Source: an optimization exercise on an open RTL-to-GDS flow (aim: small area and a short achievable clock period). Production flows keep margins and buffers that such runs may drop.
Only simulation tests tie the RTL to the original design; equivalence was not proved.

### design.v
package fir_xifu_pkg;
  typedef enum logic [1:0] {
    OpNop   = 2'd0,
    OpLoad  = 2'd1,
    OpStore = 2'd2,
    OpDotp  = 2'd3
  } fir_op_e;
  localparam logic Mode16 = 1'b0;
  localparam logic Mode8  = 1'b1;
endpackage
module fir_xifu_simd_dotp (
  input  logic [15:0] ml_i,
  input  logic [15:0] mh_i,
  input  logic [23:0] dig_i,
  input  logic [32:0] d_i,
  output logic [32:0] x_o
);
  wire [16:0] m0 = {mh_i[7], mh_i[7:0], ml_i[7:0]};
  wire [16:0] pp0_0;
  assign pp0_0[0] = ((dig_i[1] & m0[0]) | (dig_i[0] & 1'b0)) ^ dig_i[2];
  assign pp0_0[1] = ((dig_i[1] & m0[1]) | (dig_i[0] & m0[0])) ^ dig_i[2];
  assign pp0_0[2] = ((dig_i[1] & m0[2]) | (dig_i[0] & m0[1])) ^ dig_i[2];
  assign pp0_0[3] = ((dig_i[1] & m0[3]) | (dig_i[0] & m0[2])) ^ dig_i[2];
  assign pp0_0[4] = ((dig_i[1] & m0[4]) | (dig_i[0] & m0[3])) ^ dig_i[2];
  assign pp0_0[5] = ((dig_i[1] & m0[5]) | (dig_i[0] & m0[4])) ^ dig_i[2];
  assign pp0_0[6] = ((dig_i[1] & m0[6]) | (dig_i[0] & m0[5])) ^ dig_i[2];
  assign pp0_0[7] = ((dig_i[1] & m0[7]) | (dig_i[0] & m0[6])) ^ dig_i[2];
  assign pp0_0[8] = ((dig_i[1] & m0[8]) | (dig_i[0] & m0[7])) ^ dig_i[2];
  assign pp0_0[9] = ((dig_i[1] & m0[9]) | (dig_i[0] & m0[8])) ^ dig_i[2];
  assign pp0_0[10] = ((dig_i[1] & m0[10]) | (dig_i[0] & m0[9])) ^ dig_i[2];
  assign pp0_0[11] = ((dig_i[1] & m0[11]) | (dig_i[0] & m0[10])) ^ dig_i[2];
  assign pp0_0[12] = ((dig_i[1] & m0[12]) | (dig_i[0] & m0[11])) ^ dig_i[2];
  assign pp0_0[13] = ((dig_i[1] & m0[13]) | (dig_i[0] & m0[12])) ^ dig_i[2];
  assign pp0_0[14] = ((dig_i[1] & m0[14]) | (dig_i[0] & m0[13])) ^ dig_i[2];
  assign pp0_0[15] = ((dig_i[1] & m0[15]) | (dig_i[0] & m0[14])) ^ dig_i[2];
  assign pp0_0[16] = ((dig_i[1] & m0[16]) | (dig_i[0] & m0[15])) ^ dig_i[2];
  wire [16:0] pp0_1;
  assign pp0_1[0] = ((dig_i[4] & m0[0]) | (dig_i[3] & 1'b0)) ^ dig_i[5];
  assign pp0_1[1] = ((dig_i[4] & m0[1]) | (dig_i[3] & m0[0])) ^ dig_i[5];
  assign pp0_1[2] = ((dig_i[4] & m0[2]) | (dig_i[3] & m0[1])) ^ dig_i[5];
  assign pp0_1[3] = ((dig_i[4] & m0[3]) | (dig_i[3] & m0[2])) ^ dig_i[5];
  assign pp0_1[4] = ((dig_i[4] & m0[4]) | (dig_i[3] & m0[3])) ^ dig_i[5];
  assign pp0_1[5] = ((dig_i[4] & m0[5]) | (dig_i[3] & m0[4])) ^ dig_i[5];
  assign pp0_1[6] = ((dig_i[4] & m0[6]) | (dig_i[3] & m0[5])) ^ dig_i[5];
  assign pp0_1[7] = ((dig_i[4] & m0[7]) | (dig_i[3] & m0[6])) ^ dig_i[5];
  assign pp0_1[8] = ((dig_i[4] & m0[8]) | (dig_i[3] & m0[7])) ^ dig_i[5];
  assign pp0_1[9] = ((dig_i[4] & m0[9]) | (dig_i[3] & m0[8])) ^ dig_i[5];
  assign pp0_1[10] = ((dig_i[4] & m0[10]) | (dig_i[3] & m0[9])) ^ dig_i[5];
  assign pp0_1[11] = ((dig_i[4] & m0[11]) | (dig_i[3] & m0[10])) ^ dig_i[5];
  assign pp0_1[12] = ((dig_i[4] & m0[12]) | (dig_i[3] & m0[11])) ^ dig_i[5];
  assign pp0_1[13] = ((dig_i[4] & m0[13]) | (dig_i[3] & m0[12])) ^ dig_i[5];
  assign pp0_1[14] = ((dig_i[4] & m0[14]) | (dig_i[3] & m0[13])) ^ dig_i[5];
  assign pp0_1[15] = ((dig_i[4] & m0[15]) | (dig_i[3] & m0[14])) ^ dig_i[5];
  assign pp0_1[16] = ((dig_i[4] & m0[16]) | (dig_i[3] & m0[15])) ^ dig_i[5];
  wire [16:0] pp0_2;
  assign pp0_2[0] = ((dig_i[7] & m0[0]) | (dig_i[6] & 1'b0)) ^ dig_i[8];
  assign pp0_2[1] = ((dig_i[7] & m0[1]) | (dig_i[6] & m0[0])) ^ dig_i[8];
  assign pp0_2[2] = ((dig_i[7] & m0[2]) | (dig_i[6] & m0[1])) ^ dig_i[8];
  assign pp0_2[3] = ((dig_i[7] & m0[3]) | (dig_i[6] & m0[2])) ^ dig_i[8];
  assign pp0_2[4] = ((dig_i[7] & m0[4]) | (dig_i[6] & m0[3])) ^ dig_i[8];
  assign pp0_2[5] = ((dig_i[7] & m0[5]) | (dig_i[6] & m0[4])) ^ dig_i[8];
  assign pp0_2[6] = ((dig_i[7] & m0[6]) | (dig_i[6] & m0[5])) ^ dig_i[8];
  assign pp0_2[7] = ((dig_i[7] & m0[7]) | (dig_i[6] & m0[6])) ^ dig_i[8];
  assign pp0_2[8] = ((dig_i[7] & m0[8]) | (dig_i[6] & m0[7])) ^ dig_i[8];
  assign pp0_2[9] = ((dig_i[7] & m0[9]) | (dig_i[6] & m0[8])) ^ dig_i[8];
  assign pp0_2[10] = ((dig_i[7] & m0[10]) | (dig_i[6] & m0[9])) ^ dig_i[8];
  assign pp0_2[11] = ((dig_i[7] & m0[11]) | (dig_i[6] & m0[10])) ^ dig_i[8];
  assign pp0_2[12] = ((dig_i[7] & m0[12]) | (dig_i[6] & m0[11])) ^ dig_i[8];
  assign pp0_2[13] = ((dig_i[7] & m0[13]) | (dig_i[6] & m0[12])) ^ dig_i[8];
  assign pp0_2[14] = ((dig_i[7] & m0[14]) | (dig_i[6] & m0[13])) ^ dig_i[8];
  assign pp0_2[15] = ((dig_i[7] & m0[15]) | (dig_i[6] & m0[14])) ^ dig_i[8];
  assign pp0_2[16] = ((dig_i[7] & m0[16]) | (dig_i[6] & m0[15])) ^ dig_i[8];
  wire [16:0] pp0_3;
  assign pp0_3[0] = ((dig_i[10] & m0[0]) | (dig_i[9] & 1'b0)) ^ dig_i[11];
  assign pp0_3[1] = ((dig_i[10] & m0[1]) | (dig_i[9] & m0[0])) ^ dig_i[11];
  assign pp0_3[2] = ((dig_i[10] & m0[2]) | (dig_i[9] & m0[1])) ^ dig_i[11];
  assign pp0_3[3] = ((dig_i[10] & m0[3]) | (dig_i[9] & m0[2])) ^ dig_i[11];
  assign pp0_3[4] = ((dig_i[10] & m0[4]) | (dig_i[9] & m0[3])) ^ dig_i[11];
  assign pp0_3[5] = ((dig_i[10] & m0[5]) | (dig_i[9] & m0[4])) ^ dig_i[11];
  assign pp0_3[6] = ((dig_i[10] & m0[6]) | (dig_i[9] & m0[5])) ^ dig_i[11];
  assign pp0_3[7] = ((dig_i[10] & m0[7]) | (dig_i[9] & m0[6])) ^ dig_i[11];
  assign pp0_3[8] = ((dig_i[10] & m0[8]) | (dig_i[9] & m0[7])) ^ dig_i[11];
  assign pp0_3[9] = ((dig_i[10] & m0[9]) | (dig_i[9] & m0[8])) ^ dig_i[11];
  assign pp0_3[10] = ((dig_i[10] & m0[10]) | (dig_i[9] & m0[9])) ^ dig_i[11];
  assign pp0_3[11] = ((dig_i[10] & m0[11]) | (dig_i[9] & m0[10])) ^ dig_i[11];
  assign pp0_3[12] = ((dig_i[10] & m0[12]) | (dig_i[9] & m0[11])) ^ dig_i[11];
  assign pp0_3[13] = ((dig_i[10] & m0[13]) | (dig_i[9] & m0[12])) ^ dig_i[11];
  assign pp0_3[14] = ((dig_i[10] & m0[14]) | (dig_i[9] & m0[13])) ^ dig_i[11];
  assign pp0_3[15] = ((dig_i[10] & m0[15]) | (dig_i[9] & m0[14])) ^ dig_i[11];
  assign pp0_3[16] = ((dig_i[10] & m0[16]) | (dig_i[9] & m0[15])) ^ dig_i[11];
  wire [16:0] m1 = {mh_i[15], mh_i[15:8], ml_i[15:8]};
  wire [16:0] pp1_0;
  assign pp1_0[0] = ((dig_i[13] & m1[0]) | (dig_i[12] & 1'b0)) ^ dig_i[14];
  assign pp1_0[1] = ((dig_i[13] & m1[1]) | (dig_i[12] & m1[0])) ^ dig_i[14];
  assign pp1_0[2] = ((dig_i[13] & m1[2]) | (dig_i[12] & m1[1])) ^ dig_i[14];
  assign pp1_0[3] = ((dig_i[13] & m1[3]) | (dig_i[12] & m1[2])) ^ dig_i[14];
  assign pp1_0[4] = ((dig_i[13] & m1[4]) | (dig_i[12] & m1[3])) ^ dig_i[14];
  assign pp1_0[5] = ((dig_i[13] & m1[5]) | (dig_i[12] & m1[4])) ^ dig_i[14];
  assign pp1_0[6] = ((dig_i[13] & m1[6]) | (dig_i[12] & m1[5])) ^ dig_i[14];
  assign pp1_0[7] = ((dig_i[13] & m1[7]) | (dig_i[12] & m1[6])) ^ dig_i[14];
  assign pp1_0[8] = ((dig_i[13] & m1[8]) | (dig_i[12] & m1[7])) ^ dig_i[14];
  assign pp1_0[9] = ((dig_i[13] & m1[9]) | (dig_i[12] & m1[8])) ^ dig_i[14];
  assign pp1_0[10] = ((dig_i[13] & m1[10]) | (dig_i[12] & m1[9])) ^ dig_i[14];
  assign pp1_0[11] = ((dig_i[13] & m1[11]) | (dig_i[12] & m1[10])) ^ dig_i[14];
  assign pp1_0[12] = ((dig_i[13] & m1[12]) | (dig_i[12] & m1[11])) ^ dig_i[14];
  assign pp1_0[13] = ((dig_i[13] & m1[13]) | (dig_i[12] & m1[12])) ^ dig_i[14];
  assign pp1_0[14] = ((dig_i[13] & m1[14]) | (dig_i[12] & m1[13])) ^ dig_i[14];
  assign pp1_0[15] = ((dig_i[13] & m1[15]) | (dig_i[12] & m1[14])) ^ dig_i[14];
  assign pp1_0[16] = ((dig_i[13] & m1[16]) | (dig_i[12] & m1[15])) ^ dig_i[14];
  wire [16:0] pp1_1;
  assign pp1_1[0] = ((dig_i[16] & m1[0]) | (dig_i[15] & 1'b0)) ^ dig_i[17];
  assign pp1_1[1] = ((dig_i[16] & m1[1]) | (dig_i[15] & m1[0])) ^ dig_i[17];
  assign pp1_1[2] = ((dig_i[16] & m1[2]) | (dig_i[15] & m1[1])) ^ dig_i[17];
  assign pp1_1[3] = ((dig_i[16] & m1[3]) | (dig_i[15] & m1[2])) ^ dig_i[17];
  assign pp1_1[4] = ((dig_i[16] & m1[4]) | (dig_i[15] & m1[3])) ^ dig_i[17];
  assign pp1_1[5] = ((dig_i[16] & m1[5]) | (dig_i[15] & m1[4])) ^ dig_i[17];
  assign pp1_1[6] = ((dig_i[16] & m1[6]) | (dig_i[15] & m1[5])) ^ dig_i[17];
  assign pp1_1[7] = ((dig_i[16] & m1[7]) | (dig_i[15] & m1[6])) ^ dig_i[17];
  assign pp1_1[8] = ((dig_i[16] & m1[8]) | (dig_i[15] & m1[7])) ^ dig_i[17];
  assign pp1_1[9] = ((dig_i[16] & m1[9]) | (dig_i[15] & m1[8])) ^ dig_i[17];
  assign pp1_1[10] = ((dig_i[16] & m1[10]) | (dig_i[15] & m1[9])) ^ dig_i[17];
  assign pp1_1[11] = ((dig_i[16] & m1[11]) | (dig_i[15] & m1[10])) ^ dig_i[17];
  assign pp1_1[12] = ((dig_i[16] & m1[12]) | (dig_i[15] & m1[11])) ^ dig_i[17];
  assign pp1_1[13] = ((dig_i[16] & m1[13]) | (dig_i[15] & m1[12])) ^ dig_i[17];
  assign pp1_1[14] = ((dig_i[16] & m1[14]) | (dig_i[15] & m1[13])) ^ dig_i[17];
  assign pp1_1[15] = ((dig_i[16] & m1[15]) | (dig_i[15] & m1[14])) ^ dig_i[17];
  assign pp1_1[16] = ((dig_i[16] & m1[16]) | (dig_i[15] & m1[15])) ^ dig_i[17];
  wire [16:0] pp1_2;
  assign pp1_2[0] = ((dig_i[19] & m1[0]) | (dig_i[18] & 1'b0)) ^ dig_i[20];
  assign pp1_2[1] = ((dig_i[19] & m1[1]) | (dig_i[18] & m1[0])) ^ dig_i[20];
  assign pp1_2[2] = ((dig_i[19] & m1[2]) | (dig_i[18] & m1[1])) ^ dig_i[20];
  assign pp1_2[3] = ((dig_i[19] & m1[3]) | (dig_i[18] & m1[2])) ^ dig_i[20];
  assign pp1_2[4] = ((dig_i[19] & m1[4]) | (dig_i[18] & m1[3])) ^ dig_i[20];
  assign pp1_2[5] = ((dig_i[19] & m1[5]) | (dig_i[18] & m1[4])) ^ dig_i[20];
  assign pp1_2[6] = ((dig_i[19] & m1[6]) | (dig_i[18] & m1[5])) ^ dig_i[20];
  assign pp1_2[7] = ((dig_i[19] & m1[7]) | (dig_i[18] & m1[6])) ^ dig_i[20];
  assign pp1_2[8] = ((dig_i[19] & m1[8]) | (dig_i[18] & m1[7])) ^ dig_i[20];
  assign pp1_2[9] = ((dig_i[19] & m1[9]) | (dig_i[18] & m1[8])) ^ dig_i[20];
  assign pp1_2[10] = ((dig_i[19] & m1[10]) | (dig_i[18] & m1[9])) ^ dig_i[20];
  assign pp1_2[11] = ((dig_i[19] & m1[11]) | (dig_i[18] & m1[10])) ^ dig_i[20];
  assign pp1_2[12] = ((dig_i[19] & m1[12]) | (dig_i[18] & m1[11])) ^ dig_i[20];
  assign pp1_2[13] = ((dig_i[19] & m1[13]) | (dig_i[18] & m1[12])) ^ dig_i[20];
  assign pp1_2[14] = ((dig_i[19] & m1[14]) | (dig_i[18] & m1[13])) ^ dig_i[20];
  assign pp1_2[15] = ((dig_i[19] & m1[15]) | (dig_i[18] & m1[14])) ^ dig_i[20];
  assign pp1_2[16] = ((dig_i[19] & m1[16]) | (dig_i[18] & m1[15])) ^ dig_i[20];
  wire [16:0] pp1_3;
  assign pp1_3[0] = ((dig_i[22] & m1[0]) | (dig_i[21] & 1'b0)) ^ dig_i[23];
  assign pp1_3[1] = ((dig_i[22] & m1[1]) | (dig_i[21] & m1[0])) ^ dig_i[23];
  assign pp1_3[2] = ((dig_i[22] & m1[2]) | (dig_i[21] & m1[1])) ^ dig_i[23];
  assign pp1_3[3] = ((dig_i[22] & m1[3]) | (dig_i[21] & m1[2])) ^ dig_i[23];
  assign pp1_3[4] = ((dig_i[22] & m1[4]) | (dig_i[21] & m1[3])) ^ dig_i[23];
  assign pp1_3[5] = ((dig_i[22] & m1[5]) | (dig_i[21] & m1[4])) ^ dig_i[23];
  assign pp1_3[6] = ((dig_i[22] & m1[6]) | (dig_i[21] & m1[5])) ^ dig_i[23];
  assign pp1_3[7] = ((dig_i[22] & m1[7]) | (dig_i[21] & m1[6])) ^ dig_i[23];
  assign pp1_3[8] = ((dig_i[22] & m1[8]) | (dig_i[21] & m1[7])) ^ dig_i[23];
  assign pp1_3[9] = ((dig_i[22] & m1[9]) | (dig_i[21] & m1[8])) ^ dig_i[23];
  assign pp1_3[10] = ((dig_i[22] & m1[10]) | (dig_i[21] & m1[9])) ^ dig_i[23];
  assign pp1_3[11] = ((dig_i[22] & m1[11]) | (dig_i[21] & m1[10])) ^ dig_i[23];
  assign pp1_3[12] = ((dig_i[22] & m1[12]) | (dig_i[21] & m1[11])) ^ dig_i[23];
  assign pp1_3[13] = ((dig_i[22] & m1[13]) | (dig_i[21] & m1[12])) ^ dig_i[23];
  assign pp1_3[14] = ((dig_i[22] & m1[14]) | (dig_i[21] & m1[13])) ^ dig_i[23];
  assign pp1_3[15] = ((dig_i[22] & m1[15]) | (dig_i[21] & m1[14])) ^ dig_i[23];
  assign pp1_3[16] = ((dig_i[22] & m1[16]) | (dig_i[21] & m1[15])) ^ dig_i[23];
  wire s0 = d_i[2] ^ dig_i[5];
  wire c0 = d_i[2] & dig_i[5];
  wire s1, c1;
  assign {c1, s1} = {d_i[4]} + {dig_i[8]} + {dig_i[20]};
  wire s2 = pp0_0[4] ^ pp0_1[2];
  wire c2 = pp0_0[4] & pp0_1[2];
  wire s3, c3;
  assign {c3, s3} = {d_i[5]} + {pp0_0[5]} + {pp0_1[3]};
  wire s4 = pp0_2[1] ^ pp1_0[5];
  wire c4 = pp0_2[1] & pp1_0[5];
  wire s5, c5;
  assign {c5, s5} = {d_i[6]} + {pp0_0[6]} + {pp0_1[4]};
  wire s6, c6;
  assign {c6, s6} = {pp0_2[2]} + {pp0_3[0]} + {pp1_0[6]};
  wire s7 = pp1_1[4] ^ pp1_2[2];
  wire c7 = pp1_1[4] & pp1_2[2];
  wire s8, c8;
  assign {c8, s8} = {d_i[7]} + {pp0_0[7]} + {pp0_1[5]};
  wire s9, c9;
  assign {c9, s9} = {pp0_2[3]} + {pp0_3[1]} + {pp1_0[7]};
  wire s10, c10;
  assign {c10, s10} = {pp1_1[5]} + {pp1_2[3]} + {pp1_3[1]};
  wire s11, c11;
  assign {c11, s11} = {d_i[8]} + {pp0_0[8]} + {pp0_1[6]};
  wire s12, c12;
  assign {c12, s12} = {pp0_2[4]} + {pp0_3[2]} + {pp1_0[8]};
  wire s13, c13;
  assign {c13, s13} = {pp1_1[6]} + {pp1_2[4]} + {pp1_3[2]};
  wire s14, c14;
  assign {c14, s14} = {d_i[9]} + {pp0_0[9]} + {pp0_1[7]};
  wire s15, c15;
  assign {c15, s15} = {pp0_2[5]} + {pp0_3[3]} + {pp1_0[9]};
  wire s16, c16;
  assign {c16, s16} = {pp1_1[7]} + {pp1_2[5]} + {pp1_3[3]};
  wire s17, c17;
  assign {c17, s17} = {d_i[10]} + {pp0_0[10]} + {pp0_1[8]};
  wire s18, c18;
  assign {c18, s18} = {pp0_2[6]} + {pp0_3[4]} + {pp1_0[10]};
  wire s19, c19;
  assign {c19, s19} = {pp1_1[8]} + {pp1_2[6]} + {pp1_3[4]};
  wire s20, c20;
  assign {c20, s20} = {d_i[11]} + {pp0_0[11]} + {pp0_1[9]};
  wire s21, c21;
  assign {c21, s21} = {pp0_2[7]} + {pp0_3[5]} + {pp1_0[11]};
  wire s22, c22;
  assign {c22, s22} = {pp1_1[9]} + {pp1_2[7]} + {pp1_3[5]};
  wire s23, c23;
  assign {c23, s23} = {d_i[12]} + {pp0_0[12]} + {pp0_1[10]};
  wire s24, c24;
  assign {c24, s24} = {pp0_2[8]} + {pp0_3[6]} + {pp1_0[12]};
  wire s25, c25;
  assign {c25, s25} = {pp1_1[10]} + {pp1_2[8]} + {pp1_3[6]};
  wire s26, c26;
  assign {c26, s26} = {d_i[13]} + {pp0_0[13]} + {pp0_1[11]};
  wire s27, c27;
  assign {c27, s27} = {pp0_2[9]} + {pp0_3[7]} + {pp1_0[13]};
  wire s28, c28;
  assign {c28, s28} = {pp1_1[11]} + {pp1_2[9]} + {pp1_3[7]};
  wire s29, c29;
  assign {c29, s29} = {d_i[14]} + {pp0_0[14]} + {pp0_1[12]};
  wire s30, c30;
  assign {c30, s30} = {pp0_2[10]} + {pp0_3[8]} + {pp1_0[14]};
  wire s31, c31;
  assign {c31, s31} = {pp1_1[12]} + {pp1_2[10]} + {pp1_3[8]};
  wire s32, c32;
  assign {c32, s32} = {d_i[15]} + {pp0_0[15]} + {pp0_1[13]};
  wire s33, c33;
  assign {c33, s33} = {pp0_2[11]} + {pp0_3[9]} + {pp1_0[15]};
  wire s34, c34;
  assign {c34, s34} = {pp1_1[13]} + {pp1_2[11]} + {pp1_3[9]};
  wire s35, c35;
  assign {c35, s35} = {d_i[16]} + {~pp0_0[16]} + {pp0_1[14]};
  wire s36, c36;
  assign {c36, s36} = {pp0_2[12]} + {pp0_3[10]} + {~pp1_0[16]};
  wire s37, c37;
  assign {c37, s37} = {pp1_1[14]} + {pp1_2[12]} + {pp1_3[10]};
  wire s38, c38;
  assign {c38, s38} = {1'b1} + {d_i[17]} + {pp0_1[15]};
  wire s39, c39;
  assign {c39, s39} = {pp0_2[13]} + {pp0_3[11]} + {pp1_1[15]};
  wire s40 = pp1_2[13] ^ pp1_3[11];
  wire c40 = pp1_2[13] & pp1_3[11];
  wire s41, c41;
  assign {c41, s41} = {1'b1} + {d_i[18]} + {~pp0_1[16]};
  wire s42, c42;
  assign {c42, s42} = {pp0_2[14]} + {pp0_3[12]} + {~pp1_1[16]};
  wire s43 = pp1_2[14] ^ pp1_3[12];
  wire c43 = pp1_2[14] & pp1_3[12];
  wire s44, c44;
  assign {c44, s44} = {d_i[19]} + {pp0_2[15]} + {pp0_3[13]};
  wire s45 = 1'b1 ^ d_i[20];
  wire c45 = 1'b1 & d_i[20];
  wire s46 = d_i[0] ^ dig_i[2];
  wire c46 = d_i[0] & dig_i[2];
  wire s47, c47;
  assign {c47, s47} = {dig_i[17]} + {s0} + {pp0_0[2]};
  wire s48, c48;
  assign {c48, s48} = {d_i[3]} + {c0} + {pp0_0[3]};
  wire s49 = pp0_1[1] ^ pp1_0[3];
  wire c49 = pp0_1[1] & pp1_0[3];
  wire s50, c50;
  assign {c50, s50} = {s1} + {pp0_2[0]} + {pp1_0[4]};
  wire s51, c51;
  assign {c51, s51} = {pp1_1[2]} + {pp1_2[0]} + {s2};
  wire s52, c52;
  assign {c52, s52} = {c1} + {pp1_1[3]} + {pp1_2[1]};
  wire s53, c53;
  assign {c53, s53} = {c2} + {s4} + {s3};
  wire s54, c54;
  assign {c54, s54} = {pp1_3[0]} + {c4} + {s7};
  wire s55, c55;
  assign {c55, s55} = {c3} + {s5} + {s6};
  wire s56, c56;
  assign {c56, s56} = {c7} + {c5} + {c6};
  wire s57, c57;
  assign {c57, s57} = {s8} + {s9} + {s10};
  wire s58, c58;
  assign {c58, s58} = {c8} + {c9} + {c10};
  wire s59, c59;
  assign {c59, s59} = {s11} + {s12} + {s13};
  wire s60, c60;
  assign {c60, s60} = {c11} + {c12} + {c13};
  wire s61, c61;
  assign {c61, s61} = {s14} + {s15} + {s16};
  wire s62, c62;
  assign {c62, s62} = {c14} + {c15} + {c16};
  wire s63, c63;
  assign {c63, s63} = {s17} + {s18} + {s19};
  wire s64, c64;
  assign {c64, s64} = {c17} + {c18} + {c19};
  wire s65, c65;
  assign {c65, s65} = {s20} + {s21} + {s22};
  wire s66, c66;
  assign {c66, s66} = {c20} + {c21} + {c22};
  wire s67, c67;
  assign {c67, s67} = {s23} + {s24} + {s25};
  wire s68, c68;
  assign {c68, s68} = {c23} + {c24} + {c25};
  wire s69, c69;
  assign {c69, s69} = {s26} + {s27} + {s28};
  wire s70, c70;
  assign {c70, s70} = {c26} + {c27} + {c28};
  wire s71, c71;
  assign {c71, s71} = {s29} + {s30} + {s31};
  wire s72, c72;
  assign {c72, s72} = {c29} + {c30} + {c31};
  wire s73, c73;
  assign {c73, s73} = {s32} + {s33} + {s34};
  wire s74, c74;
  assign {c74, s74} = {c32} + {c33} + {c34};
  wire s75, c75;
  assign {c75, s75} = {s35} + {s36} + {s37};
  wire s76, c76;
  assign {c76, s76} = {s40} + {c35} + {c36};
  wire s77, c77;
  assign {c77, s77} = {c37} + {s38} + {s39};
  wire s78, c78;
  assign {c78, s78} = {c40} + {s43} + {c38};
  wire s79, c79;
  assign {c79, s79} = {c39} + {s41} + {s42};
  wire s80, c80;
  assign {c80, s80} = {pp1_2[15]} + {pp1_3[13]} + {c43};
  wire s81, c81;
  assign {c81, s81} = {c41} + {c42} + {s44};
  wire s82, c82;
  assign {c82, s82} = {s45} + {~pp0_2[16]} + {pp0_3[14]};
  wire s83, c83;
  assign {c83, s83} = {~pp1_2[16]} + {pp1_3[14]} + {c44};
  wire s84, c84;
  assign {c84, s84} = {d_i[21]} + {c45} + {pp0_3[15]};
  wire s85 = 1'b1 ^ d_i[22];
  wire c85 = 1'b1 & d_i[22];
  wire s86 = dig_i[14] ^ s46;
  wire c86 = dig_i[14] & s46;
  wire s87, c87;
  assign {c87, s87} = {d_i[1]} + {c46} + {pp0_0[1]};
  wire s88, c88;
  assign {c88, s88} = {pp0_1[0]} + {pp1_0[2]} + {pp1_1[0]};
  wire s89, c89;
  assign {c89, s89} = {pp1_1[1]} + {s49} + {c47};
  wire s90, c90;
  assign {c90, s90} = {c49} + {c48} + {s50};
  wire s91, c91;
  assign {c91, s91} = {c50} + {s52} + {c51};
  wire s92, c92;
  assign {c92, s92} = {c52} + {s54} + {c53};
  wire s93, c93;
  assign {c93, s93} = {c54} + {c55} + {s56};
  wire s94, c94;
  assign {c94, s94} = {c56} + {c57} + {s58};
  wire s95, c95;
  assign {c95, s95} = {c58} + {c59} + {s60};
  wire s96, c96;
  assign {c96, s96} = {c60} + {c61} + {s62};
  wire s97, c97;
  assign {c97, s97} = {c62} + {c63} + {s64};
  wire s98, c98;
  assign {c98, s98} = {c64} + {c65} + {s66};
  wire s99, c99;
  assign {c99, s99} = {c66} + {c67} + {s68};
  wire s100, c100;
  assign {c100, s100} = {c68} + {c69} + {s70};
  wire s101, c101;
  assign {c101, s101} = {c70} + {c71} + {s72};
  wire s102, c102;
  assign {c102, s102} = {c72} + {c73} + {s74};
  wire s103, c103;
  assign {c103, s103} = {c74} + {c75} + {s76};
  wire s104, c104;
  assign {c104, s104} = {c76} + {c77} + {s78};
  wire s105, c105;
  assign {c105, s105} = {s80} + {c78} + {c79};
  wire s106, c106;
  assign {c106, s106} = {s82} + {c80} + {c81};
  wire s107, c107;
  assign {c107, s107} = {pp1_3[15]} + {c82} + {s84};
  wire s108, c108;
  assign {c108, s108} = {s85} + {~pp0_3[16]} + {~pp1_3[16]};
  wire s109 = pp0_0[0] ^ pp1_0[0];
  wire c109 = pp0_0[0] & pp1_0[0];
  wire s110, c110;
  assign {c110, s110} = {pp1_0[1]} + {c86} + {s87};
  wire s111, c111;
  assign {c111, s111} = {c87} + {s88} + {s47};
  wire s112, c112;
  assign {c112, s112} = {c88} + {s48} + {s89};
  wire s113, c113;
  assign {c113, s113} = {s51} + {c89} + {s90};
  wire s114, c114;
  assign {c114, s114} = {c90} + {s53} + {s91};
  wire s115, c115;
  assign {c115, s115} = {s55} + {c91} + {s92};
  wire s116, c116;
  assign {c116, s116} = {s57} + {c92} + {s93};
  wire s117, c117;
  assign {c117, s117} = {s59} + {c93} + {s94};
  wire s118, c118;
  assign {c118, s118} = {s61} + {c94} + {s95};
  wire s119, c119;
  assign {c119, s119} = {s63} + {c95} + {s96};
  wire s120, c120;
  assign {c120, s120} = {s65} + {c96} + {s97};
  wire s121, c121;
  assign {c121, s121} = {s67} + {c97} + {s98};
  wire s122, c122;
  assign {c122, s122} = {s69} + {c98} + {s99};
  wire s123, c123;
  assign {c123, s123} = {s71} + {c99} + {s100};
  wire s124, c124;
  assign {c124, s124} = {s73} + {c100} + {s101};
  wire s125, c125;
  assign {c125, s125} = {s75} + {c101} + {s102};
  wire s126, c126;
  assign {c126, s126} = {s77} + {c102} + {s103};
  wire s127, c127;
  assign {c127, s127} = {s79} + {c103} + {s104};
  wire s128, c128;
  assign {c128, s128} = {s81} + {c104} + {s105};
  wire s129, c129;
  assign {c129, s129} = {s83} + {c105} + {s106};
  wire s130, c130;
  assign {c130, s130} = {c83} + {s107} + {c106};
  wire s131, c131;
  assign {c131, s131} = {c84} + {s108} + {c107};
  wire s132, c132;
  assign {c132, s132} = {d_i[23]} + {c85} + {c108};
  wire [32:0] row0 = {d_i[32], d_i[31], d_i[30], d_i[29], d_i[28], d_i[27], d_i[26], d_i[25], c132, c131, c130, c129, c128, c127, c126, c125, c124, c123, c122, c121, c120, c119, c118, c117, c116, c115, c114, c113, c112, c111, c110, c109, s109};
  wire [32:0] row1 = {1'b0, 1'b0, 1'b0, 1'b0, 1'b0, 1'b0, 1'b0, 1'b0, d_i[24], s132, s131, s130, s129, s128, s127, s126, s125, s124, s123, s122, s121, s120, s119, s118, s117, s116, s115, s114, s113, s112, s111, s110, s86};
  assign x_o = row0 + row1;
endmodule
module fir_xifu_ex_simd #(
  parameter int unsigned XLEN    = 32,
  parameter int unsigned MAC_LAT = 3,
  parameter int unsigned ID_W    = 4
) (
  input  logic            clk_i,
  input  logic            rst_i,
  input  logic            clear_i,
  input  logic            in_valid_i,
  output logic            in_ready_o,
  input  logic [1:0]      in_op_i,
  input  logic            in_mode_i,
  input  logic            in_sat_i,
  input  logic [ID_W-1:0] in_id_i,
  input  logic [4:0]      in_rd_i,
  input  logic [4:0]      in_rs1_i,
  input  logic [XLEN-1:0] in_base_i,
  input  logic [11:0]     in_imm_i,
  input  logic [4:0]      in_shamt_i,
  input  logic [XLEN-1:0] op_a_i,
  input  logic [XLEN-1:0] op_b_i,
  input  logic [XLEN-1:0] op_c_i,
  input  logic            commit_valid_i,
  input  logic [ID_W-1:0] commit_id_i,
  input  logic            commit_kill_i,
  input  logic            fwd_we_i,
  input  logic [4:0]      fwd_rd_i,
  input  logic [XLEN-1:0] fwd_result_i,
  output logic            mem_valid_o,
  input  logic            mem_ready_i,
  output logic [31:0]     mem_addr_o,
  output logic            mem_we_o,
  output logic [XLEN-1:0] mem_wdata_o,
  output logic [ID_W-1:0] mem_id_o,
  output logic            out_valid_o,
  input  logic            out_ready_i,
  output logic [1:0]      out_op_o,
  output logic [4:0]      out_rd_o,
  output logic [ID_W-1:0] out_id_o,
  output logic [XLEN-1:0] out_result_o,
  output logic [31:0]     out_next_addr_o
);
  logic st_idle_q, st_mac0_q, st_mac1_q, st_wait_q, st_mem_q, st_done_q;
  logic [1:0]      op_q;
  logic [4:0]      rd_q;
  logic [ID_W-1:0] id_q;
  logic            mode8_q, sat_q;
  logic [31:0]     a_q;
  logic [15:0]     mh_q;
  logic [23:0]     dig_q;
  logic [17:0]     r_q;
  logic [32:0]     d_q;
  logic            accept, is_dotp, is_mem, is_store;
  logic [31:0]     base, store_data;
  logic            accept_commit, wait_hit;
  logic [32:0]     x, c_biased;
  logic            nb_x1, nb_a1, nb_x2, nb_a2;
  logic [2:0]      nb_cnt;
  logic [23:0]     dig_acc, dig_mac0;
  logic            ovf;
  logic [32:0]     res_exact;
  logic [31:0]     next_addr;
  logic            addr_c12, addr_inc, addr_dec;
  logic [19:0]     addr_ones, addr_zeros;
  assign accept        = st_idle_q & in_valid_i;
  assign is_dotp       = (in_op_i == fir_xifu_pkg::OpDotp);
  assign is_store      = (in_op_i == fir_xifu_pkg::OpStore);
  assign is_mem        = (in_op_i == fir_xifu_pkg::OpLoad) | is_store;
  assign base          = (fwd_we_i && (fwd_rd_i == in_rs1_i)) ? fwd_result_i : in_base_i;
  assign store_data    = $signed(op_c_i) >>> in_shamt_i;
  assign accept_commit = commit_valid_i && (commit_id_i == in_id_i) && !commit_kill_i;
  assign wait_hit      = commit_valid_i && (commit_id_i == id_q);
  assign nb_x1 = op_b_i[7] ^ op_b_i[23];
  assign nb_a1 = op_b_i[7] & op_b_i[23];
  assign nb_x2 = op_b_i[15] ^ op_b_i[31];
  assign nb_a2 = op_b_i[15] & op_b_i[31];
  assign nb_cnt = {(nb_a1 & nb_a2) | ((nb_a1 ^ nb_a2) & nb_x1 & nb_x2),
                   (nb_a1 ^ nb_a2) ^ (nb_x1 & nb_x2),
                   nb_x1 ^ nb_x2};
  assign c_biased = {op_c_i[31], op_c_i} +
                    (in_mode_i ? {8'hff, 16'd0, nb_cnt, 6'd0}
                               : {9'h1ff, 8'd0, nb_a2, nb_x2, 6'd0, nb_a1, nb_x1, 6'd0});
  function automatic logic [11:0] booth4(input logic [7:0] q, input logic qm1);
    logic [8:0] e;
    e = {q, qm1};
    for (int k = 0; k < 4; k++) begin
      booth4[3*k+2] = e[2*k+2];
      booth4[3*k+1] = e[2*k+1] ^ e[2*k];
      booth4[3*k]   = (e[2*k+2] & ~e[2*k+1] & ~e[2*k]) | (~e[2*k+2] & e[2*k+1] & e[2*k]);
    end
  endfunction
  assign dig_acc  = {booth4(op_b_i[23:16], 1'b0), booth4(op_b_i[7:0], 1'b0)};
  assign dig_mac0 = {booth4(r_q[15:8], r_q[17]), booth4(r_q[7:0], r_q[16])};
  fir_xifu_simd_dotp u_dotp (
    .ml_i ({a_q[23:16], a_q[7:0]}),
    .mh_i (mh_q),
    .dig_i(dig_q),
    .d_i  (d_q),
    .x_o  (x)
  );
  assign {addr_c12, next_addr[11:0]} = {1'b0, a_q[11:0]} + {1'b0, r_q[11:0]};
  assign addr_inc = addr_c12 & ~r_q[11];
  assign addr_dec = ~addr_c12 & r_q[11];
  always_comb begin
    addr_ones[0]  = 1'b1;
    addr_zeros[0] = 1'b1;
    for (int k = 1; k < 20; k++) begin
      addr_ones[k]  = addr_ones[k-1] & a_q[11+k];
      addr_zeros[k] = addr_zeros[k-1] & ~a_q[11+k];
    end
  end
  assign next_addr[31:12] = a_q[31:12] ^ (({20{addr_inc}} & addr_ones) | ({20{addr_dec}} & addr_zeros));
  always_ff @(posedge clk_i) begin
    if (rst_i || clear_i) begin
      st_idle_q <= 1'b1;
      st_mac0_q <= 1'b0;
      st_mac1_q <= 1'b0;
      st_wait_q <= 1'b0;
      st_mem_q  <= 1'b0;
      st_done_q <= 1'b0;
    end else begin
      st_idle_q <= (st_idle_q & ~in_valid_i) | (st_done_q & out_ready_i) |
                   (st_wait_q & wait_hit & commit_kill_i);
      st_mac0_q <= accept & is_dotp;
      st_mac1_q <= st_mac0_q;
      st_wait_q <= (accept & is_store & ~accept_commit) | (st_wait_q & ~wait_hit);
      st_mem_q  <= (accept & (in_op_i == fir_xifu_pkg::OpLoad)) |
                   (accept & is_store & accept_commit) |
                   (st_wait_q & wait_hit & ~commit_kill_i) | (st_mem_q & ~mem_ready_i);
      st_done_q <= (accept & (in_op_i == fir_xifu_pkg::OpNop)) | st_mac1_q |
                   (st_mem_q & mem_ready_i) | (st_done_q & ~out_ready_i);
    end
  end
  always_ff @(posedge clk_i) begin
    if (accept) begin
      op_q    <= in_op_i;
      rd_q    <= in_rd_i;
      id_q    <= in_id_i;
      mode8_q <= in_mode_i | ~is_dotp;   
      sat_q   <= in_sat_i;
      a_q     <= is_dotp ? op_a_i : (is_mem ? base : 32'd0);
      r_q     <= {op_b_i[23] & ~in_mode_i, op_b_i[7] & ~in_mode_i, op_b_i[31:24],
                  is_dotp ? op_b_i[15:8] : in_imm_i[7:0]};
      if (!is_dotp) r_q[11:8] <= in_imm_i[11:8];
      d_q     <= is_dotp ? c_biased : (is_mem ? {1'b0, store_data} : 33'd0);
    end else if (st_mac0_q) begin
      d_q        <= mode8_q ? x : {{8{x[32]}}, x[32:8]};
      r_q[7:0]   <= x[7:0];
      if (mode8_q) begin
        a_q[7:0]   <= a_q[15:8];
        a_q[23:16] <= a_q[31:24];
      end
    end else if (st_mac1_q) begin
      d_q <= x;
      a_q <= 32'd0;
    end else if (st_mem_q && mem_ready_i) begin
      d_q <= 33'd0;
      a_q <= next_addr;
    end
  end
  always_ff @(posedge clk_i) begin
    if (st_mac0_q) begin
      dig_q <= dig_mac0;
      mh_q  <= mode8_q ? {{8{a_q[31]}}, {8{a_q[15]}}} : {a_q[31:24], a_q[15:8]};
    end else begin
      dig_q <= dig_acc;
      mh_q  <= in_mode_i ? {{8{op_a_i[23]}}, {8{op_a_i[7]}}} : {op_a_i[31:24], op_a_i[15:8]};
    end
  end
  assign in_ready_o      = st_idle_q;
  assign mem_valid_o     = st_mem_q;
  assign out_valid_o     = st_done_q;
  assign mem_addr_o      = a_q;
  assign mem_we_o        = (op_q == fir_xifu_pkg::OpStore);
  assign mem_wdata_o     = d_q[31:0];
  assign mem_id_o        = id_q;
  assign out_op_o        = op_q;
  assign out_rd_o        = rd_q;
  assign out_id_o        = id_q;
  assign res_exact       = mode8_q ? d_q : {~d_q[24], d_q[23:0], r_q[7:0]};
  assign ovf             = res_exact[32] ^ res_exact[31];
  assign out_result_o    = (sat_q && ovf) ? {res_exact[32], {31{~res_exact[32]}}} : res_exact[31:0];
  assign out_next_addr_o = a_q;
endmodule
### flow/run.sh
#!/bin/bash
set -euo pipefail
bash standard.sh SETUP_SLACK_MARGIN=7.5 "BUFFER_PORTS_ARGS=-buffer_cell sky130_fd_sc_hd__buf_1" finish > standard_flow.log 2>&1
### standard.sh
#!/bin/bash
# synth_recipe.tcl (not shown) runs the flow's synth.tcl, then flattens the netlist and writes it again
# the make line also repeats each setting of config.mk as NAME=value (left out here)
make -C /OpenROAD-flow-scripts/flow DESIGN_CONFIG=/design/flow/config.mk WORK_HOME=/design/flow/orfs CLKGATE_MAP_FILE= SYNTH_SCRIPT=/design/flow/synth_recipe.tcl "${@:-finish}"
### config.mk
export PLATFORM = sky130hd
export DESIGN_NAME = fir_xifu_ex_simd
export DESIGN_NICKNAME = fir_xifu_ex_simd
export VERILOG_FILES = /design/flow/design.v
export SDC_FILE = /design/flow/constraint.sdc
export NUM_CORES = 4
export LEC_CHECK = 0
export CAP_MARGIN = 20
export CORE_MARGIN = 2
export CORE_UTILIZATION = 40
export SLEW_MARGIN = 20
### constraint.sdc
create_clock -name core_clock -period 12.5 [get_ports {clk_i}]
set_input_delay 2.5000 -clock core_clock [delete_from_list [all_inputs] [get_ports {clk_i}]]
set_output_delay 2.5000 -clock core_clock [all_outputs]
set_load 0.01 [all_outputs]
==> results of run 1 <==
-- worst max-delay path: stages (launching register included) --
cell	delay (ns)
edfxtp_1	0.45
buf_4	0.18
a22oi_2	0.23
xor2_2	0.11
fa_2	0.37
fa_1	0.49
fa_1	0.51
fa_1	0.55
inv_1	0.07
ha_4	0.28
a21o_1	0.25
a2111oi_2	0.35
a21bo_2	0.28
a221o_1	0.34
buf_4	0.17
and2_4	0.18
mux2_2	0.28
o2111ai_2	0.16
-- through the flow --
step	setup WS (ns)	area [um2]	hold slack, ns
final	7.08	21900	0.513
after global routing	6.90	21900	0.567
after CTS	7.07	21300	0.517
after detailed placement	6.36	19700	0.505
after global placement	6.45	19700	0.495
after floorplan	7.25	18800	0.447
-- cell families after synthesis --
kind of cell,count (synthesis)
multiplexers,160
XOR/XNOR,237
AND/OR/NAND/NOR,445
buffers and inverters,359
adder cells (fa/ha/maj),187
flip-flops,142
AO/OA/AOI/OAI,520
-- state kept, by name, indices dropped and copies added (netlist names), 2 cells and up --
name and cells:
a_q 32, op_q 2, id_q 4, rd_q 5, r_q 18, dig_q 24, mh_q 16, d_q 33
-- metal layers --
| metal | vias up | track usage (%) | part of all wire, % |
|---|---|---|---|
| li1 | 7736 | - | - |
| met1 | 8506 | 40.4 | 43 |
| met2 | 844 | 45.1 | 46 |
| met3 | 111 | 3.94 | 7.9 |
| met4 | 0 | 9.95 | 3.1 |
| met5 | - | 0 | 0 |
-- final timing paths --
check / startpoint / to
setup reg to reg: a_q[23] / d_q[30]
hold / removal: st_wait_q / st_idle_q
setup / recovery: a_q[23] / d_q[30]
hold reg to reg: st_wait_q / st_idle_q
-- area by class of cell --
type / count / area [um2] / share of cell area (%)
Multi-Input combinational cell: 1549 / 13900 / 63.6
Clock buffer: 20 / 479 / 2.19
Sequential cell: 142 / 3910 / 17.8
Tap cell: 600 / 751 / 3.43
Clock inverter: 12 / 110 / 0.503
Antenna cell: 5 / 12.5 / 0.0571
Inverter: 134 / 504 / 2.30
Timing Repair Buffer: 459 / 2200 / 10.1
-- cell usage in the layout, fill, tap and decap left out, types with 63 or more instances in the layout --
cell        n
a21oi_1    63
a22oi_1   102
buf_1     354
buf_4      85
edfxtp_1   96
fa_1       97
inv_1     128
mux2i_1   106
nand2_1   187
nor2_1     81
o21ai_0   122
xnor2_1    95
xor2_1    121
-- repair_timing --
item                       CTS  global route
setup buffers               64            17
setup endpoints to repair   87            60
cloned                       0             1
gates resized for setup    148            96
pin swaps                   73            46
==> summary.md, run 1 <==
| Metric | Value |
|---|---|
| Status | `no timing/DRC/antenna violations` |
| Syn avg cell area | `8.96 um2` |
| Routed WL | `70000 um` |
| Vias/cell | `5.89` |
| Final-layout fill cell count | `4370` |
| Synth area leader | `edfxtp_1` |
| Top cells by area, synth | `edfxtp_1 (16%), fa_1 (13%), xor2_1 (6.4%), mux2i_1 (5.9%), a22oi_1 (5.7%)` |
| Insertion delay to the later sink of the worst-skew pair | `0.45 ns` |
| Worst hold path depth | `2` |
| CTS tree | `yes` |
| Critical path class | `flip-flop to flip-flop` |
| Cell with the most instances after synthesis | `nand2_1` |
| Top cells by count, synth | `nand2_1 (191), o21ai_0 (146), a22oi_1 (139)` |
| Worst slew margin | `40.1%` |
| Compound-Gate Fraction of Synth Area | `19.0%` |
| I/O pin cnt | `360` |
| DR iter-0 viols | `1962` |
| Final TNS setup | `0 ns` |
| Post-synth cell types | `82` |
| Num rows | `78` |
| Routed vias | `17200` |
| Worst Tran Pin Value | `0.898 ns` |
| R2R setup slack | `7.08 ns` |
| Unrepaired setup endpoints after global routing | `yes` |
| Post-synthesis simple-gate area fraction | `11.6%` |
| CTS clk-pin slew, worst paths | `0.07 ns` |
| Mapped Nets | `2450` |
| CP arrival | `5.70 ns` |
| CTS H-tree lvls | `4` |
| Top cell type's share of synthesized area | `15.7%` |
| Post-route insts no fill | `2921` |
| Core ar. | `45400 um2` |
| Clock skew | `0.0178 ns` |
| Post-synth EDFFs | `96` |
| CTS Sinks | `142` |
| Fin crit period | `5.42 ns` |
| Post-Synth Adder-Cell Area | `17.7%` |
| Total GRT Usage | `28.7%` |
| Fin. Hold Viols | `0` |
| Die area | `47700 um2` |
| Pin count of the biggest net entering global routing | `59` |
| Synth Flop Type | `edfxtp_1` |
| Hold Crit Class | `flip-flop to flip-flop` |
| Synth warn | `1` |
| GR Overflow Total | `0` |
| Detailed Routing Iterations Pass 1 | `7` |
| Seq/Total Area, Yosys | `20.7%` |
| Post-DRT Antenna Nets | `0` |
| Initial Utilization | `40.5%` |
| Die Wd | `218 um` |
| Routed len/inst | `24.0 um` |
| Initial antenna violation count | `6` |
| Fin. max-slew vios | `0` |
| Synth-to-Final Area Change | `19.2%` |
| Post-Synth XOR/XNOR Area | `11.3%` |
| CTS Hold Buffers Added | `0` |
| Worst Setup Start Kind | `flip-flop` |
| Largest family of logic cells by synthesized area | `compound AO/OA/AOI/OAI gates` |
| Mux cell area share after synthesis | `10.4%` |
| R2R cell count | `17` |
| Cell area after synthesis | `18400 um2` |
| Root buffer cell | `clkbuf_16` |
| First-pass GRT wire length | `103000 um` |
| Crit Path Max Fanout | `6` |
| DRC viols | `0` |
| Synthesized flop and latch total | `142` |
| Worst setup EP type | `flip-flop` |
| Core Util, Final | `48.3%` |
| HPWL Detailed | `54500 um` |
| Final GP Congestion | `0.958` |
| Nets | `2703` |
| F_max | `185 MHz` |
| Port Buffers | `359` |
| Synth Instances | `2050` |
| Setup-failing EPs final | `0` |
| CP Data Required Time | `12.78 ns` |
| Layout cell share with drive strength beyond 1 | `17.9%` |
| Final Cycle Share | `43.3%` |
| Asr flop ratio synth | `0%` |
| Clk buf depth | `2` |
| CTS buffer count | `17` |
| Vias in the first global route | `16600` |
| Die height | `218 um` |
| Inst Count DP | `2802` |
| Maxcap violations | `0` |
==> run 2: changes to the inputs <==
==> flow/run.sh (replaced) <==
#!/bin/bash
set -euo pipefail
bash standard.sh SETUP_SLACK_MARGIN=7.0 "BUFFER_PORTS_ARGS=-buffer_cell sky130_fd_sc_hd__buf_1" finish > standard_flow.log 2>&1
==> run 2 against run 1 <==
  * Still clean on timing, DRC and antenna
  * Worst setup slack worse by 0.15 ns
  * Sequential share of layout area is 0.50 points higher
  * Fmax is 2.7% lower
  * Hold slack improved by 0.030 ns
  * Critical path type unchanged
  * Critical endpoint unchanged
==> summary.md, run 2 <==
| Metric | Value |
|---|---|
| Die area | `47700 um2 (unchanged)` |
| Worst setup EP type | `flip-flop` |
| Top cell type's share of synthesized area | `15.7% (unchanged)` |
| Clk buf depth | `2 (unchanged)` |
| Commonest non-fill, non-tap cell in the layout | `buf_1` |
| Final Cycle Share | `44.5% (+1.2 points)` |
| Syn avg cell area | `8.96 um2 (unchanged)` |
| Detailed Routing Iterations Pass 1 | `8 (+1)` |
| Routed WL | `70400 um (+0.61%)` |
| CTS clk-pin slew, worst paths | `0.08 ns (about the same)` |
| Clock skew | `0.0187 ns (+0.000882 ns)` |
| Initial Utilization | `40.5% (unchanged)` |
| Top Registers | `d_q x33, a_q x32, dig_q x24` |
| Worst slew margin | `26.5% (-14 points)` |
| Die Wd | `218 um (unchanged)` |
| Synth Instances | `2050 (unchanged)` |
| Biggest register | `d_q` |
| Fin. max-slew vios | `0 (unchanged)` |
| Unrepaired setup endpoints after global routing | `yes` |
| Synth warn | `1 (unchanged)` |
| Nets | `2701 (-0.074%)` |
| GR peak layer | `met2` |
| Initial antenna violation count | `1 (-5)` |
| Critical path class | `flip-flop to flip-flop` |
| Asr flop ratio synth | `0% (unchanged)` |
| Layout cell share with drive strength beyond 1 | `15.4% (-2.5 points)` |
| Core ar. | `45400 um2 (unchanged)` |
| Hold_sp | `st_wait_q` |
| Core Util, Final | `47.0% (-1.2 points)` |
| R2R Path Start | `a_q[6]` |
| R2R setup slack | `6.93 ns (-0.15 ns)` |
| CTS tree | `yes` |
| Met2 Use GR | `45.7% (+0.59 points)` |
| First-pass GRT wire length | `105000 um (+1.6%)` |
| Crit Path Max Fanout | `8 (+2)` |
| Synthesized flop and latch total | `142 (unchanged)` |
| CTS buffer count | `17 (unchanged)` |
| Setup ws final | `6.93 ns (-0.149 ns)` |
| DRC viols | `0 (unchanged)` |
| Synth-to-Final Area Change | `16.1%` |
| Total GRT Usage | `29.1% (+0.36 points)` |
| CTS Hold Buffers Added | `0 (unchanged)` |
| Fin crit period | `5.57 ns (+0.149 ns)` |
| Mapped Nets | `2450 (unchanged)` |
| DP Area | `19400 um2 (-1.4%)` |
| Worst Setup Start Kind | `flip-flop` |
| Cell with the most instances after synthesis | `nand2_1` |
| Peak per-stage delay on the critical path | `0.62 ns (+0.07 ns)` |
| Setup WS pre-CTS | `6.19 ns (-0.169 ns)` |
| Final TNS setup | `0 ns (unchanged)` |
| CP Data Required Time | `12.66 ns (-0.12 ns)` |
| Final GP Congestion | `0.922 (-3.7%)` |
| Top cells by area, synth | `edfxtp_1 (16%), fa_1 (13%), xor2_1 (6.4%), mux2i_1 (5.9%), a22oi_1 (5.7%)` |
| Reg-to-reg critical path endpoint | `d_q[30]` |
| Final Cell Area | `21300 um2 (-2.5%)` |
| Top cells by count, synth | `nand2_1 (191), o21ai_0 (146), a22oi_1 (139)` |
| Largest register FFs | `33 (unchanged)` |
| Insertion delay to the later sink of the worst-skew pair | `0.44 ns (about the same)` |
| Status | `no timing/DRC/antenna violations` |
| Final hold slack | `0.543 ns (+0.0296 ns)` |
| F_max | `180 MHz (-2.7%)` |
| Ant. Diodes | `0 (-5)` |
| Met3 usage | `3.83% (-0.11 points)` |
| Synth Flop Type | `edfxtp_1` |
| Maxcap violations | `0 (unchanged)` |
| Hold EP | `st_idle_q` |
| Post-synth cell types | `82 (unchanged)` |
| Routed len/inst | `24.2 um (+0.85%)` |
| Global routing usage on met1 | `41.9% (+1.5 points)` |
| Routed vias | `17300 (+0.38%)` |
| Worst Tran Pin Value | `1.10 ns (+0.204 ns)` |
| I/O pin cnt | `360 (unchanged)` |
| Cell area after synthesis | `18400 um2 (unchanged)` |
| Seq/Total Area, Yosys | `20.7% (unchanged)` |
| Vias in the first global route | `16700 (+0.40%)` |
| Num rows | `78 (unchanged)` |
| Hold Crit Class | `flip-flop to flip-flop` |
| Root buffer cell | `clkbuf_16` |
| Post-DRT Antenna Nets | `0 (unchanged)` |
| Most used cell, CP | `fa_1` |
| Worst hold path depth | `2 (unchanged)` |
| Vias/cell | `5.92 (+0.62%)` |
| CP arrival | `5.73 ns (+0.03 ns)` |
| DR iter-0 viols | `1808 (-7.8%)` |
| Fin. Hold Viols | `0 (unchanged)` |
| Most frequent cells in the layout | `buf_1 (354), nand2_1 (188), o21ai_0 (130), inv_1 (128), xor2_1 (126)` |
| Port Buffers | `359 (unchanged)` |
| Crit-path slowest cell | `fa_1` |
| Setup-failing EPs final | `0 (unchanged)` |
| CTS H-tree lvls | `4 (unchanged)` |
| Pin count of the biggest net entering global routing | `59 (unchanged)` |
| R2R cell count | `17 (unchanged)` |
| Die height | `218 um (unchanged)` |
| Post-synth EDFFs | `96 (unchanged)` |
| GR Overflow Total | `0 (unchanged)` |
| HPWL Detailed | `54300 um (-0.50%)` |
| CP Cell Sequence | `buf_6 > a22oi_2 > xor2_1 > fa_1 > fa_2 > fa_1 > fa_1 > inv_2 > ha_4 > o21ai_2 > inv_2 > a2111oi_4 > a21bo_2 > a221o_1 > nor3b_4 > mux2i_4 > o2111ai_2` |
| CTS Sinks | `142 (unchanged)` |
| Synth area leader | `edfxtp_1` |
run 2: cell families (layout without fill, tap and decap cells):
| group | after synthesis | in the layout | share of synthesized area (%) |
|---|---|---|---|
| buffers and inverters | 359 | 623 | 9.31 |
| AO/OA/AOI/OAI | 520 | 520 | 19.0 |
| flip-flops | 142 | 142 | 20.7 |
| AND/OR/NAND/NOR | 445 | 445 | 11.6 |
| XOR/XNOR | 237 | 237 | 11.3 |
| multiplexers | 160 | 160 | 10.4 |
| adder cells (fa/ha/maj) | 187 | 187 | 17.7 |
run 2: how the worst max path moves through the flow:
stage / cells after the start / endpoint / from / slack [ns]
floorplan: 17 / d_q[30] / dig_q[23] / 7.00
global placement: 15 / d_q[30] / dig_q[17] / 6.29
detailed placement: 15 / d_q[30] / dig_q[17] / 6.19
CTS: 17 / d_q[30] / a_q[2] / 6.97
global route: 17 / d_q[30] / a_q[6] / 6.63
finish: 17 / d_q[30] / a_q[6] / 6.93
run 2: routing by layer:
metal / wire length, um / vias to the layer above
met1: 30500 / 8650
met3: 5300 / 92
met2: 32800 / 801
met5: 13 / -
met4: 1780 / 2
li1: - / 7718
run 2: cell type report:
cell class,count,area [um2]
Sequential cell,142,3910
Inverter,134,504
Clock buffer,18,439
Timing Repair Buffer,457,2130
Clock inverter,14,120
Fill cell,4408,24000
Multi-Input combinational cell,1549,13500
Tap cell,600,751
run 2: through the flow:
stage          instances
2_1_floorplan       2050
3_3_place_gp        2800
3_5_place_dp        2800
4_1_cts             2896
5_1_grt             2914
6_report            2914
run 2: repair_timing:
item / CTS / global route
endpoints found under the hold margin: 0 / 0
setup endpoints to repair: 34 / 38
pin swaps: 26 / 58
setup buffers: 64 / 18
gates resized for setup: 111 / 98
run 2: worst max-delay path, delay by kind of cell (launching register included):
kind / cells / cell delay, ns
compound gates: 6 / 1.46
flops: 1 / 0.53
xor+xnor: 1 / 0.21
fa+ha+maj: 5 / 2.25
buf+inv: 3 / 0.33
simple gates: 1 / 0.19
mux: 1 / 0.32

-- port drivers added, routing unchanged --
The flow's constraints put no driver on any port. The routed layouts listed below were extracted and timed again, unchanged, in two steps. Step 1 (the two cells are an assumption about what drives the block):
set clk [get_ports {clk_i}]
set_driving_cell -lib_cell sky130_fd_sc_hd__clkbuf_16 $clk
set_driving_cell -lib_cell sky130_fd_sc_hd__buf_2 [delete_from_list [all_inputs] $clk]
Step 2, shift: input delay + t, output delay - t, t = (earliest + latest rising clock arrival at the registers) / 2. This alone moves slack from input paths to output paths. Three values: no drivers, after step 1, after step 2; two values: the first two.
| run | t, ns | slack for setup (ns) | worst setup path at the end | worst register clock-pin slew, ns | worst data-port slew with drivers (ns) |
|---|---|---|---|---|---|
| run 1 | 0.489 | 7.083 / 7.083 / 6.826 | input to register | 0.08 / 0.08 | 0.13 |
| run 2 | 0.493 | 6.935 / 6.935 / 6.598 | input to register | 0.08 / 0.08 | 0.11 |
After both steps setup and hold are still met in every run listed. For run 2, which loses most, drivers alone change the setup slack by 0.000 ns; drivers and shift together by -0.337 ns.
